This design comes from an exercise in tuning for small area, a short achievable clock period and few clock cycles per item on the open sky130 flow, not from production work.
RTL that was checked went through simulation tests only; none was proved equivalent to the original.

==> flow/design.v <==
`timescale 1ns / 1ps
package fgdc_pkg;
	localparam logic [31:0] POLY32 = 32'h82F6_3B78;
	localparam logic [31:0] POLY16 = 32'h0000_A001;
	localparam logic [15:0] CRC16_INIT = 16'hFFFF;
	localparam logic [1:0] MODE_NONE   = 2'd0;
	localparam logic [1:0] MODE_META   = 2'd1;
	localparam logic [1:0] MODE_LEGACY = 2'd2;
	localparam int REG_INDEX_W = 3;
	localparam logic [REG_INDEX_W-1:0] REG_MODE      = 3'd0;
	localparam logic [REG_INDEX_W-1:0] REG_SEED      = 3'd1;
	localparam logic [REG_INDEX_W-1:0] REG_VID_LOW   = 3'd2;
	localparam logic [REG_INDEX_W-1:0] REG_VID_HIGH  = 3'd3;
	localparam logic [REG_INDEX_W-1:0] REG_DESC_SIZE = 3'd4;
	localparam logic [REG_INDEX_W-1:0] REG_WIDE      = 3'd5;
	function automatic logic [31:0] step8(input logic [31:0] c, input logic [31:0] poly);
		logic [31:0] r;
		r = c;
		for (int k = 0; k < 8; k++) begin
			r = r[0] ? ((r >> 1) ^ poly) : (r >> 1);
		end
		step8 = r;
	endfunction
	function automatic logic [15:0] crc16_byte(input logic [15:0] c, input logic [7:0] b);
		logic [15:0] r;
		r = c ^ {8'h0, b};
		for (int k = 0; k < 8; k++) begin
			r = r[0] ? ((r >> 1) ^ 16'hA001) : (r >> 1);
		end
		crc16_byte = r;
	endfunction
	function automatic logic [15:0] uuid_crc_zero();
		logic [15:0] c;
		c = CRC16_INIT;
		for (int i = 0; i < 16; i++) begin
			c = crc16_byte(c, 8'h00);
		end
		uuid_crc_zero = c;
	endfunction
	localparam logic [15:0] UUID_CRC_RESET = uuid_crc_zero();
endpackage
`timescale 1ns / 1ps
`timescale 1ns / 1ps
module fs_group_descriptor_checksum_core #(
	parameter logic [6:0] MAX_DESC_BYTES = 7'd64
) (
	input  logic                               clk,
	input  logic                               arst_n,
	input  logic                               cfg_valid,
	output logic                               cfg_ready,
	input  logic [fgdc_pkg::REG_INDEX_W-1:0]   cfg_index,
	input  logic [63:0]                        cfg_data,
	input  logic                               in_valid,
	output logic                               in_ready,
	input  logic [31:0]                        group_number,
	input  logic [7:0]                         data_byte,
	input  logic                               first_byte,
	input  logic                               last_byte,
	output logic                               out_valid,
	input  logic                               out_ready,
	output logic [15:0]                        checksum,
	output logic                               checksum_valid
);
	logic        meta_q;       
	logic        leg_q;        
	logic [31:0] seed_q;
	logic [15:0] vla_q;        
	logic [15:0] vhb_q;        
	logic        span64_q;     
	logic [4:0]  span_lo_q;    
	logic        wide_q;
	logic [31:0] crc_q;
	logic [7:0]  ib_q;         
	logic        hv_q;         
	logic        hl_q;         
	logic        hs_q;         
	logic [6:0]  pos_q;        
	logic        op_pre_q;     
	logic [1:0]  pcnt_q;       
	logic        op_clr_q;     
	logic        op_dat_q;     
	logic        op_cz_q;      
	logic        ej_q;         
	logic [4:0]  ccnt_q;       
	logic        vlow_q;       
	logic        in_rdy_q;
	logic        cfg_rdy_q;
	logic        ov_q;
	logic [15:0] cs_q;
	logic        cv_q;
	logic        in_acc, first_acc, cfg_acc, det, det_vid, busy, proc_h, produce, fold_h;
	logic        e_meta, e_leg, e_hold;
	logic [31:0] x, y, r_step, kstart;
	logic [7:0]  cfg_byte;
	logic [6:0]  npos;
	logic        n_field, n_step;
	logic        op_pre_n, op_clr_n, op_dat_n, op_cz_n, cop_q, cop_n, hv_n, hl_n, ov_n;
	assign in_acc    = in_valid && in_rdy_q;
	assign first_acc = in_acc && first_byte;
	assign cfg_acc   = cfg_valid && cfg_rdy_q;
	assign cop_q     = op_clr_q || op_dat_q || op_cz_q;
	assign busy      = op_pre_q || cop_q;
	assign det       = cfg_valid && !cfg_rdy_q && !cop_q;
	assign det_vid   = det && (cfg_index == fgdc_pkg::REG_VID_LOW ||
		cfg_index == fgdc_pkg::REG_VID_HIGH);
	assign proc_h    = hv_q && !busy && !(hl_q && ov_q);
	assign produce   = proc_h && hl_q;
	assign fold_h    = proc_h && hs_q;
	assign npos    = pos_q[6] ? pos_q : pos_q + 7'd1;
	assign n_field = (npos[6:1] == 6'b001111);
	assign n_step  = !npos[6] && (!npos[5] || span64_q || (npos[4:0] < span_lo_q)) &&
		!(leg_q && (n_field || (npos[5] && !wide_q)));
	assign cfg_byte = cfg_data[{ccnt_q[2:0], 3'b000} +: 8];
	assign e_meta = meta_q && (op_pre_q || fold_h);
	assign e_leg  = (leg_q && (op_pre_q || fold_h)) || op_dat_q || op_cz_q;
	assign e_hold = !(busy || fold_h);
	assign x = crc_q ^ {24'h0, ej_q ? ib_q : 8'h00};
	assign y = (e_meta ? fgdc_pkg::step8(x, fgdc_pkg::POLY32) : 32'h0) |
		(e_leg ? fgdc_pkg::step8(x, fgdc_pkg::POLY16) : 32'h0);
	assign r_step = y | (e_hold ? crc_q : 32'h0);
	assign kstart = meta_q ? seed_q : {16'h0, fgdc_pkg::UUID_CRC_RESET ^ vla_q ^ vhb_q};
	assign op_pre_n = first_acc || (op_pre_q && pcnt_q != 2'd0);
	assign op_clr_n = det_vid;
	assign op_dat_n = cop_q && ccnt_q <= 5'd7;
	assign op_cz_n  = cop_q && vlow_q && ccnt_q >= 5'd8 && ccnt_q <= 5'd15;
	assign cop_n    = op_clr_n || op_dat_n || op_cz_n;
	assign hv_n = in_acc || (hv_q && !proc_h);
	assign hl_n = in_acc ? last_byte : hl_q;
	assign ov_n = produce || (ov_q && !out_ready);
	always_ff @(posedge clk or negedge arst_n) begin
		if (!arst_n) begin
			meta_q    <= 1'b0;
			leg_q     <= 1'b0;
			seed_q    <= '0;
			vla_q     <= '0;
			vhb_q     <= '0;
			span64_q  <= 1'b0;
			span_lo_q <= '0;
			wide_q    <= 1'b0;
		end else begin
			if (cfg_acc) begin
				case (cfg_index)
					fgdc_pkg::REG_MODE: begin
						meta_q <= (cfg_data[1:0] == fgdc_pkg::MODE_META);
						leg_q  <= (cfg_data[1:0] == fgdc_pkg::MODE_LEGACY);
					end
					fgdc_pkg::REG_SEED: seed_q <= cfg_data[31:0];
					fgdc_pkg::REG_DESC_SIZE: begin
						span64_q  <= cfg_data[6];
						span_lo_q <= (cfg_data[6] || !cfg_data[5]) ? 5'd0 : cfg_data[4:0];
					end
					fgdc_pkg::REG_WIDE: wide_q <= cfg_data[0];
					default: ;
				endcase
			end
			if (op_dat_q && ccnt_q == 5'd8 && !vlow_q) begin
				vhb_q <= y[15:0];
			end
			if (op_cz_q && ccnt_q == 5'd16) begin
				vla_q <= y[15:0];
			end
		end
	end
	always_ff @(posedge clk or negedge arst_n) begin
		if (!arst_n) begin
			hv_q      <= 1'b0;
			op_pre_q  <= 1'b0;
			op_clr_q  <= 1'b0;
			op_dat_q  <= 1'b0;
			op_cz_q   <= 1'b0;
			in_rdy_q  <= 1'b1;
			cfg_rdy_q <= 1'b0;
			ov_q      <= 1'b0;
			cv_q      <= 1'b0;
		end else begin
			hv_q      <= hv_n;
			op_pre_q  <= op_pre_n;
			op_clr_q  <= op_clr_n;
			op_dat_q  <= op_dat_n;
			op_cz_q   <= op_cz_n;
			in_rdy_q  <= !(op_pre_n || cop_n) && !(hv_n && hl_n && ov_n);
			cfg_rdy_q <= (det && !det_vid) || (op_dat_q && ccnt_q == 5'd7);
			ov_q      <= ov_n;
			cv_q      <= meta_q || leg_q;
		end
	end
	always_ff @(posedge clk) begin
		crc_q <= first_acc ? (kstart ^ group_number) : r_step;
		ej_q  <= !(op_pre_n || op_cz_n);
		if (first_acc) begin
			pcnt_q <= 2'd3;
		end else if (op_pre_q) begin
			pcnt_q <= pcnt_q - 2'd1;
		end
		ccnt_q <= det_vid ? 5'd0 : ccnt_q + 5'd1;
		if (in_acc) begin
			ib_q  <= (!first_byte && n_field) ? 8'h00 : data_byte;
			hl_q  <= last_byte;
			hs_q  <= first_byte || n_step;
			pos_q <= first_byte ? 7'd0 : npos;
		end else if (cop_q && ccnt_q <= 5'd7) begin
			ib_q <= cfg_byte;
		end
		if (det_vid) begin
			vlow_q <= (cfg_index == fgdc_pkg::REG_VID_LOW);
		end
		if (produce) begin
			cs_q <= r_step[15:0];
		end
	end
	assign in_ready       = in_rdy_q;
	assign cfg_ready      = cfg_rdy_q;
	assign out_valid      = ov_q;
	assign checksum       = cs_q;
	assign checksum_valid = cv_q;
endmodule
==> flow/config.mk <==
export PLATFORM = sky130hd
export DESIGN_NAME = fs_group_descriptor_checksum_core
export DESIGN_NICKNAME = fs_group_descriptor_checksum_core
export VERILOG_FILES = /design/flow/design.v
export SDC_FILE = /design/flow/constraint.sdc
export NUM_CORES = 4
export LEC_CHECK = 0
export CAP_MARGIN = 20
export CORE_MARGIN = 2
export CORE_UTILIZATION = 60
export SLEW_MARGIN = 20
==> flow/constraint.sdc <==
create_clock -name core_clock -period 10.0 [get_ports {clk}]
set_input_delay 2.0000 -clock core_clock [delete_from_list [all_inputs] [get_ports {clk}]]
set_output_delay 2.0000 -clock core_clock [all_outputs]
set_load 0.01 [all_outputs]
standard.sh (not shown) runs the stock make flow with config.mk's settings and CLKGATE_MAP_FILE= SYNTH_SCRIPT=/design/flow/synth_recipe.tcl, a recipe that flattens the netlist after the stock synthesis.
==> flow/flow/run.sh <==
#!/bin/bash
# Standard layout, with plain buffers on the ports and timing repair aiming for a larger
# setup slack than the clock needs.
set -euo pipefail
bash standard.sh "BUFFER_PORTS_ARGS=-buffer_cell sky130_fd_sc_hd__buf_1" SETUP_SLACK_MARGIN=7 finish > standard_flow.log 2>&1
The baseline produced a clean layout.
Edit:
==> flow/flow/run.sh (replaced) <==
#!/bin/bash
# Standard layout, with timing repair aiming for a larger setup slack than the clock needs.
set -euo pipefail
bash standard.sh SETUP_SLACK_MARGIN=8 finish > standard_flow.log 2>&1
Result: The new run stopped in 5_1_grt; area after synthesis is unchanged; synthesized cell count does not change.
Edit:
==> flow/run.sh (new file) <==
#!/bin/bash
# synth_recipe.tcl (not shown) runs the flow's synth.tcl, then flattens the netlist and writes it again
# the make line also repeats each setting of config.mk as NAME=value (left out here)
make -C /OpenROAD-flow-scripts/flow DESIGN_CONFIG=/design/flow/config.mk WORK_HOME=/design/flow/orfs CLKGATE_MAP_FILE= SYNTH_SCRIPT=/design/flow/synth_recipe.tcl finish
removed: flow/flow/run.sh
removed: flow/standard.sh
This time the run completed without violations.
Area after synthesis does not change.
Synthesized cell count is unchanged.
Edit:
==> flow/flow/run.sh (new file) <==
#!/bin/bash
# Standard layout, with timing repair aiming for a larger setup slack than the clock needs.
set -euo pipefail
bash standard.sh SETUP_SLACK_MARGIN=7 finish > standard_flow.log 2>&1
==> flow/standard.sh (new file) <==
#!/bin/bash
# synth_recipe.tcl (not shown) runs the flow's synth.tcl, then flattens the netlist and writes it again
# the make line also repeats each setting of config.mk as NAME=value (left out here)
make -C /OpenROAD-flow-scripts/flow DESIGN_CONFIG=/design/flow/config.mk WORK_HOME=/design/flow/orfs CLKGATE_MAP_FILE= SYNTH_SCRIPT=/design/flow/synth_recipe.tcl "${@:-finish}"
removed: flow/run.sh
After rerunning: Utilization is higher by 1.9 points. First-iteration DRC count is higher by 4.2%. Count of clock-buffer cells in the layout is higher by 1. Synthesized cell count stays the same. Cell area is higher by 2.5%. Wire length is higher by 6.0%. Worst setup slack gets better by 1.1 ns. Die area does not change. Global-route usage is higher by 1.2 points. Fmax is higher by 37%.
Edit:
==> flow/flow/run.sh (replaced) <==
#!/bin/bash
# Standard layout, with timing repair aiming for a larger setup slack than the clock needs.
set -euo pipefail
bash standard.sh SETUP_SLACK_MARGIN=6 finish > standard_flow.log 2>&1
What happened: The changed run completed without violations; design area decreases by 2.4%; via count is lower by 2.5%; non-clock buffer count falls by 12; maximum frequency drops by 15%; routed wire length shrinks by 5.7%; final cell count falls by 1.2%; die area does not change; worst setup slack degrades by 0.56 ns; sequential cell count stays the same.
Function was not checked in any run of this note: the RTL went through the layout flow alone.

Another version of the RTL of fs_group_descriptor_checksum_core (not shown whole).
Size: about 850 cells after synthesis.
clock: 10.0 ns
lec_check: 0
abc_clock_period_in_ps: 2500
cap_margin: 20
core_margin: 2
core_utilization: 60
setup_slack_margin: 5
slew_margin: 20
run.sh (not shown) runs the stock make flow with config.mk's settings and CLKGATE_MAP_FILE= SYNTH_SCRIPT=/design/flow/synth_recipe.tcl, a recipe that flattens the netlist after the stock synthesis.
Stock flow here: none of the scripts above is used.
Testbench counts at the start, summed over its fixed seeds: cycles 41,912, items 37,992.
Then changed:
ABC_CLOCK_PERIOD_IN_PS = unset   (was 2500)
CORE_UTILIZATION = 40   (was 60)
SETUP_SLACK_MARGIN = unset   (was 5)
What happened: The new run finished with timing, DRC and antenna clean; maximum frequency is lower by 2.6%; cell count increases by 8.7%; worst setup slack got worse by 120 ps; sequential cell count stays the same; non-clock buffer count is higher by 1; cell area goes up by 1.8%.
Then changed:
==> flow/flow/run.sh (new file) <==
#!/bin/bash
# Standard layout, with timing repair aiming for a larger setup slack than the clock needs.
set -euo pipefail
bash standard.sh SETUP_SLACK_MARGIN=7 finish > standard_flow.log 2>&1
==> flow/standard.sh (new file) <==
#!/bin/bash
# synth_recipe.tcl (not shown) runs the flow's synth.tcl, then flattens the netlist and writes it again
# the make line also repeats each setting of config.mk as NAME=value (left out here)
make -C /OpenROAD-flow-scripts/flow DESIGN_CONFIG=/design/flow/config.mk WORK_HOME=/design/flow/orfs CLKGATE_MAP_FILE= SYNTH_SCRIPT=/design/flow/synth_recipe.tcl "${@:-finish}"
CORE_UTILIZATION = 60   (was 40)
removed: flow/run.sh
Non-clock buffer count rose by 116. Utilization rose by 41 points. Cell count rose by 1.3%. Synthesized cell count does not change. Wire length rose by 68%. Register-to-register slack is better by 440 ps. Worst setup slack is better by 440 ps. Global-route usage rose by 24 points.
Then changed:
==> flow/run.sh (new file) <==
#!/bin/bash
# synth_recipe.tcl (not shown) runs the flow's synth.tcl, then flattens the netlist and writes it again
# the make line also repeats each setting of config.mk as NAME=value (left out here)
make -C /OpenROAD-flow-scripts/flow DESIGN_CONFIG=/design/flow/config.mk WORK_HOME=/design/flow/orfs CLKGATE_MAP_FILE= SYNTH_SCRIPT=/design/flow/synth_recipe.tcl finish
SETUP_SLACK_MARGIN = 5   (was unset)
removed: flow/flow/run.sh
removed: flow/standard.sh
Result: Worst setup slack loses 310 ps. First-iteration DRC count is lower by 62%. Maximum frequency decreases by 6.7%. Wire length shrinks by 41%. Die area does not change. Global-route usage drops by 13 points. Hold slack gains 19 ps. Cell count goes down by about 9%. Count of clock-buffer cells in the layout decreases by 3.

fs_group_descriptor_checksum_core, a different RTL version from the one above (not shown whole).
Size in the first run: roughly 750 cells after synthesis, roughly 130 I/O pins.
==> flow/config.mk <==
export PLATFORM = sky130hd
export DESIGN_NAME = fs_group_descriptor_checksum_core
export DESIGN_NICKNAME = fs_group_descriptor_checksum_core
export VERILOG_FILES = /design/flow/design.v
export SDC_FILE = /design/flow/constraint.sdc
export NUM_CORES = 4
export LEC_CHECK = 0
export CAP_MARGIN = 20
export CORE_MARGIN = 2
export CORE_UTILIZATION = 75
export CTS_BUF_LIST = sky130_fd_sc_hd__clkbuf_8
export CTS_CLUSTER_SIZE = 20
export SLEW_MARGIN = 20
==> flow/constraint.sdc <==
create_clock -name core_clock -period 10.0 [get_ports {clk}]
set_input_delay 2.0000 -clock core_clock [delete_from_list [all_inputs] [get_ports {clk}]]
set_output_delay 2.0000 -clock core_clock [all_outputs]
set_load 0.01 [all_outputs]
standard.sh (not shown) runs the stock make flow with config.mk's settings and CLKGATE_MAP_FILE= SYNTH_SCRIPT=/design/flow/synth_recipe.tcl, a recipe that flattens the netlist after the stock synthesis.
==> flow/flow/run.sh <==
#!/bin/bash
# Standard layout, with plain buffers on the ports and timing repair aiming for a larger
# setup slack than the clock needs.
set -euo pipefail
bash standard.sh "BUFFER_PORTS_ARGS=-buffer_cell sky130_fd_sc_hd__buf_1" SETUP_SLACK_MARGIN=7 finish > standard_flow.log 2>&1
The starting point produced a clean layout.
Testbench counts at the start, summed over its fixed seeds: cycles 41,912, items 37,992.
Next try:
==> flow/flow/run.sh (replaced) <==
#!/bin/bash
# Standard layout, with plain buffers on the ports and timing repair aiming for a larger
# setup slack than the clock needs.
set -euo pipefail
bash standard.sh "BUFFER_PORTS_ARGS=-buffer_cell sky130_fd_sc_hd__buf_1" SETUP_SLACK_MARGIN=6.8 finish > standard_flow.log 2>&1
CORE_UTILIZATION = 60   (was 75)
CTS_BUF_LIST = unset   (was sky130_fd_sc_hd__clkbuf_8)
CTS_CLUSTER_SIZE = unset   (was 20)
After rerunning: The new run passed the timing, DRC and antenna checks. Routed wire length falls by 12%. Cell count rises by 3.0%. Design area rises by 1.2%. Worst hold slack gets worse by 37 ps. Clock-buffer cell count falls by 1. Utilization falls by 18 points.
Next try:
==> flow/flow/run.sh (replaced) <==
#!/bin/bash
# Standard layout, with plain buffers on the ports and timing repair aiming for a larger
# setup slack than the clock needs.
set -euo pipefail
bash standard.sh "BUFFER_PORTS_ARGS=-buffer_cell sky130_fd_sc_hd__buf_1" SETUP_SLACK_MARGIN=7 finish > standard_flow.log 2>&1
ABC_AREA = 1   (was unset)
Sequential cell count is unchanged.
Fmax grows by 2.5%.
Sequential share of layout area came out lower by 1.6 points.
Final cell count climbs by 27%.
Critical path depth fell by 6.
Via count rose by 21%.

## port drivers added, routing unchanged
The flow's constraints put no driver on any port. The routed layouts listed below were extracted and timed again, unchanged, in two steps.
Step 1: set_driving_cell puts a clkbuf_16 on clk and a buf_2 on each other input, an assumption about the parent block.
Step 2, shift: input delay + t, output delay - t, t = (earliest + latest rising clock arrival at the registers) / 2. This alone moves slack from input paths to output paths.
a / b / c = ideal / step 1 / step 2; a / b = the first two.
run | t (ns) | setup slack, ns | worst hold slack (ns) | clock arrival spread, ns | worst data-port slew with drivers (ns)
the first run of note 1 | 0.473 | 6.926 / 6.884 / 6.533 | 0.489 / 0.489 / 0.489 | 0.009 / 0.009 | 0.04
the third run of note 1 | 0.476 | 5.723 / 5.744 / 5.268 | 0.506 / 0.506 / 0.506 | 0.012 / 0.012 | 0.05
the fourth run of note 1 | 0.476 | 6.868 / 6.856 / 6.417 | 0.500 / 0.500 / 0.500 | 0.012 / 0.012 | 0.06
the fifth run of note 1 | 0.472 | 6.313 / 6.336 / 5.864 | 0.506 / 0.506 / 0.506 | 0.008 / 0.008 | 0.05
the first run of note 2 | 0.467 | 5.332 / 5.332 / 5.271 | 0.506 / 0.506 / 0.506 | 0.010 / 0.010 | 0.05
the second run of note 2 | 0.472 | 5.209 / 5.209 / 5.209 | 0.489 / 0.489 / 0.489 | 0.009 / 0.009 | 0.05
the third run of note 2 | 0.486 | 5.646 / 5.646 / 5.646 | 0.487 / 0.487 / 0.487 | 0.014 / 0.014 | 0.07
the fourth run of note 2 | 0.467 | 5.332 / 5.332 / 5.271 | 0.506 / 0.506 / 0.506 | 0.010 / 0.010 | 0.05
the first run of note 3 | 0.499 | 6.958 / 6.919 / 6.543 | 0.498 / 0.498 / 0.498 | 0.016 / 0.015 | 0.10
the second run of note 3 | 0.463 | 6.911 / 6.911 / 6.496 | 0.461 / 0.461 / 0.461 | 0.007 / 0.007 | 0.04
the third run of note 3 | 0.466 | 6.987 / 6.945 / 6.629 | 0.476 / 0.476 / 0.476 | 0.011 / 0.011 | 0.05
After both steps every run listed still meets setup and hold. The setup slack of the third run of note 1, which loses most, moves by +0.021 ns with the drivers and by -0.455 ns with both steps.
